Source: an optimization exercise on an open RTL-to-GDS flow (aim: small area). Production flows keep margins and buffers that such runs may drop. Where RTL was checked, it was by simulation tests only, not by an equivalence proof against the original. Power is estimated from default activity; no workload was simulated.

// video_in_to_axis
module video_in_to_axis #(
    parameter int WIDTH      = bdc_pkg::WIDTH_DEF,
    parameter int HEIGHT     = bdc_pkg::HEIGHT_DEF,
    parameter int DATA_WIDTH = bdc_pkg::DATA_WIDTH_DEF,
    parameter int FIFO_DEPTH = 64,
    parameter bit VSYNC_POL  = 1'b1
)(
    input  logic                          clk,
    input  logic                          rst_n,
    input  logic [DATA_WIDTH-1:0]         vid_data,
    input  logic                          vid_de,
    input  logic                          vid_vsync,
    output logic [DATA_WIDTH-1:0]         m_axis_tdata,
    output logic                          m_axis_tvalid,
    output logic                          m_axis_tlast,
    output logic                          m_axis_tuser,
    input  logic                          m_axis_tready,
    input  logic                          ovf_clr,
    output logic                          overflow,
    output logic [bdc_pkg::DROP_CNT_W-1:0]         drop_cnt,
    output logic [$clog2(FIFO_DEPTH):0]   fifo_level,
    output logic [15:0]                   meas_width,
    output logic [15:0]                   meas_height,
    output logic                          meas_valid
);
  ...
export LEC_CHECK = 0
export CAP_MARGIN = 20
export CORE_MARGIN = 2
export CORE_UTILIZATION = 60
export CTS_BUF_LIST = sky130_fd_sc_hd__clkbuf_8
export CTS_CLUSTER_DIAMETER = 45
export CTS_CLUSTER_SIZE = 18
export PLACE_DENSITY = 0.7
export SLEW_MARGIN = 20
export SYNTH_HIERARCHICAL = 1
create_clock -name core_clock -period 6.0 [get_ports {clk}]
run.sh (not shown) runs the stock make flow with config.mk's settings and CLKGATE_MAP_FILE= SYNTH_SCRIPT=/design/flow/synth_recipe.tcl, a recipe that flattens the netlist after the stock synthesis.
Then changed:
- CTS_BUF_LIST: sky130_fd_sc_hd__clkbuf_8 -> sky130_fd_sc_hd__clkbuf_16
- CTS_CLUSTER_DIAMETER: 45 -> 60
- CTS_CLUSTER_SIZE: 18 -> 30
After rerunning: The changed run completed without violations; clock skew goes up by 15 ps; power goes up by 6.5%; via count goes down by 0.76%; global-route usage goes down by 0.34 points; area after synthesis does not change; non-clock buffer count goes down by 1.
No run of this note included a check of the RTL's function; only the layout flow was run.

========
video_in_to_axis, a different RTL version from the one above (not shown whole).
For scale: roughly 3100 cells after synthesis, roughly 1800 flip-flops, about 110 I/O pins, ~0.062 sq mm of cells after synthesis.
==> flow/config.mk <==
export PLATFORM = sky130hd
export DESIGN_NAME = video_in_to_axis
export DESIGN_NICKNAME = video_in_to_axis
export VERILOG_FILES = /design/flow/design.v
export SDC_FILE = /design/flow/constraint.sdc
export NUM_CORES = 4
export LEC_CHECK = 0
export CAP_MARGIN = 10
export CORE_MARGIN = 2
export CORE_UTILIZATION = 75
export PLACE_DENSITY = 0.82
export SLEW_MARGIN = 10
export SYNTH_HIERARCHICAL = 1
==> flow/constraint.sdc <==
create_clock -name core_clock -period 6.0 [get_ports {clk}]
set_input_delay 1.2000 -clock core_clock [delete_from_list [all_inputs] [get_ports {clk}]]
set_output_delay 1.2000 -clock core_clock [all_outputs]
set_load 0.01 [all_outputs]
standard.sh (not shown) runs the stock make flow with config.mk's settings and CLKGATE_MAP_FILE= SYNTH_SCRIPT=/design/flow/synth_recipe.tcl, a recipe that flattens the netlist after the stock synthesis.
==> flow/flow/run.sh <==
#!/bin/bash
# Own layout flow: the standard layout (standard.sh, all of it), with two changes passed to
# ORFS through its own variables:
# - port buffers are the smallest buffer (buf_1) instead of the flow's default pick;
# - clock tree: clkbuf_8 buffers, sink clusters of at most 18 sinks within 45 um, and no dummy
#   loads for balancing.
# All tool output goes to logs in this folder (standard.log here, ORFS's per-step logs under orfs/logs).
set -e
export BUFFER_PORTS_ARGS="-buffer_cell sky130_fd_sc_hd__buf_1"
export CTS_ARGS="-sink_clustering_enable -repair_clock_nets -dont_use_dummy_load -sink_clustering_size 18 -sink_clustering_max_diameter 45 -buf_list sky130_fd_sc_hd__clkbuf_8"
bash standard.sh > standard.log 2>&1
The starting point finished with timing, DRC and antenna clean.
Then changed:
==> flow/flow/run.sh (replaced) <==
#!/bin/bash
# Own layout flow: the standard layout (standard.sh, all of it), with changes passed to ORFS
# through its own variables:
# - port buffers are the smallest buffer (buf_1) instead of the flow's default pick;
# - clock tree: clkbuf_4 leaf buffers for sink clusters of at most 10 sinks within 30 um,
#   clkbuf_8 above them, and no dummy loads for balancing.
# All tool output goes to logs in this folder (standard.log here, ORFS's per-step logs under orfs/logs).
set -e
export BUFFER_PORTS_ARGS="-buffer_cell sky130_fd_sc_hd__buf_1"
export CTS_ARGS="-sink_clustering_enable -repair_clock_nets -dont_use_dummy_load -sink_clustering_size 10 -sink_clustering_max_diameter 30 -sink_clustering_buffer sky130_fd_sc_hd__clkbuf_4 -buf_list sky130_fd_sc_hd__clkbuf_8"
bash standard.sh > standard.log 2>&1
- CAP_MARGIN: 10 -> 20
- CORE_UTILIZATION: 75 -> 60
- PLACE_DENSITY: 0.82 -> 0.7
- SLEW_MARGIN: 10 -> 20
The new run completed without violations.
Sequential share of layout area is lower by 1.5 points.
Worst hold slack is worse by 0.085 ns.
Power is higher by a few percent.
Setup slack is worse by 0.21 ns.
Then changed:
==> flow/flow/run.sh (replaced) <==
#!/bin/bash
# Own layout flow: the standard layout (standard.sh, all of it), with changes passed to ORFS
# through its own variables:
# - port buffers are the smallest buffer (buf_1) instead of the flow's default pick;
# - clock tree: clkbuf_16 leaf buffers for sink clusters of at most 32 sinks within 50 um,
#   clkbuf_8 above them, and no dummy loads for balancing.
# All tool output goes to logs in this folder (standard.log here, ORFS's per-step logs under orfs/logs).
set -e
export BUFFER_PORTS_ARGS="-buffer_cell sky130_fd_sc_hd__buf_1"
export CTS_ARGS="-sink_clustering_enable -repair_clock_nets -dont_use_dummy_load -sink_clustering_size 32 -sink_clustering_max_diameter 50 -sink_clustering_buffer sky130_fd_sc_hd__clkbuf_16 -buf_list sky130_fd_sc_hd__clkbuf_8"
bash standard.sh > standard.log 2>&1
Clock skew stays flat.
Global-route usage went down by 0.34 points.
Core utilization rose by 0.64 points.
Worst hold slack is better by 0.030 ns.
Then changed:
==> flow/flow/run.sh (replaced) <==
#!/bin/bash
# Own layout flow: the standard layout (standard.sh, all of it), with changes passed to ORFS
# through its own variables:
# - port buffers are the smallest buffer (buf_1) instead of the flow's default pick;
# - clock tree: clkbuf_8 buffers, sink clusters of at most 16 sinks within 40 um, and no dummy
#   loads for balancing;
# - after global routing, gates off the critical paths are downsized (RECOVER_POWER).
# All tool output goes to logs in this folder (standard.log here, ORFS's per-step logs under orfs/logs).
set -e
export BUFFER_PORTS_ARGS="-buffer_cell sky130_fd_sc_hd__buf_1"
export CTS_ARGS="-sink_clustering_enable -repair_clock_nets -dont_use_dummy_load -sink_clustering_size 16 -sink_clustering_max_diameter 40 -buf_list sky130_fd_sc_hd__clkbuf_8"
export RECOVER_POWER=100
bash standard.sh > standard.log 2>&1
- CAP_MARGIN: 20 -> 10
- SLEW_MARGIN: 20 -> 10
With this change the flow produced a layout that fails on capacitance limit, slew limit.
Hold slack gets better by 0.020 ns.
Critical path depth is unchanged.
Setup slack loses 0.50 ns.
Final cell count climbs by 0.90%.
Then changed:
==> flow/flow/run.sh (replaced) <==
#!/bin/bash
# Own layout flow: the standard layout (standard.sh, all of it), with two changes passed to
# ORFS through its own variables:
# - port buffers are the smallest buffer (buf_1) instead of the flow's default pick;
# - clock tree: clkbuf_8 buffers, sink clusters of at most 19 sinks within 58 um, and no dummy
#   loads for balancing.
# All tool output goes to logs in this folder (standard.log here, ORFS's per-step logs under orfs/logs).
set -e
export BUFFER_PORTS_ARGS="-buffer_cell sky130_fd_sc_hd__buf_1"
export CTS_ARGS="-sink_clustering_enable -repair_clock_nets -dont_use_dummy_load -sink_clustering_size 19 -sink_clustering_max_diameter 58 -buf_list sky130_fd_sc_hd__clkbuf_8"
bash standard.sh > standard.log 2>&1
- CAP_MARGIN: 10 -> 20
- CORE_UTILIZATION: 60 -> 75
- PLACE_DENSITY: 0.7 -> 0.82
- SLEW_MARGIN: 10 -> 20
The changed run ran to the end with no violations.
Worst hold slack is better by 0.040 ns.
Die area went down by 20%.
Final area drops by 1.7%.

==> separate check: timing with driven ports <==
Ports are ideal in the flow. The routed layouts listed here were re-timed in OpenROAD. Step 1 sets driving cells, clkbuf_16 on the clock port and buf_2 on the other inputs (assumed; they add their load-dependent delay and slew). Step 2 adds t to the input delays and takes it off the output delays; t is the mean of the earliest and latest rising clock arrival at the registers after step 1. Input paths then give back, and output paths get back, about the clock's delay inside the block. Slacks: ideal ports / drivers / drivers and shift; pairs: ideal ports / drivers.
run | t, ns | setup slack, ns | hold WS [ns] | clock arrival spread, ns | cell pins on the clock port's net
the first run of note 1 | 0.925 | 1.286 / 1.218 / 1.101 | 0.317 / 0.317 / 0.317 | 0.046 / 0.046 | 1
the second run of note 1 | 0.794 | 1.427 / 1.356 / 1.100 | 0.328 / 0.328 / 0.328 | 0.048 / 0.048 | 1
the first run of note 2 | 0.882 | 1.595 / 1.595 / 1.208 | 0.315 / 0.315 / 0.315 | 0.118 / 0.118 | 1
the second run of note 2 | 0.980 | 1.385 / 1.385 / 1.307 | 0.230 / 0.230 / 0.230 | 0.120 / 0.121 | 1
the third run of note 2 | 0.917 | 1.331 / 1.331 / 1.322 | 0.260 / 0.260 / 0.260 | 0.129 / 0.129 | 1
the fourth run of note 2 | 0.889 | 0.834 / 0.834 / 0.174 | 0.280 / 0.280 / 0.280 | 0.096 / 0.096 | 1
the fifth run of note 2 | 0.824 | 1.601 / 1.601 / 1.364 | 0.320 / 0.320 / 0.320 | 0.088 / 0.088 | 1
The setup slack of the fourth run of note 2, which loses most, moves by 0.000 ns with the drivers and by -0.660 ns with both steps.
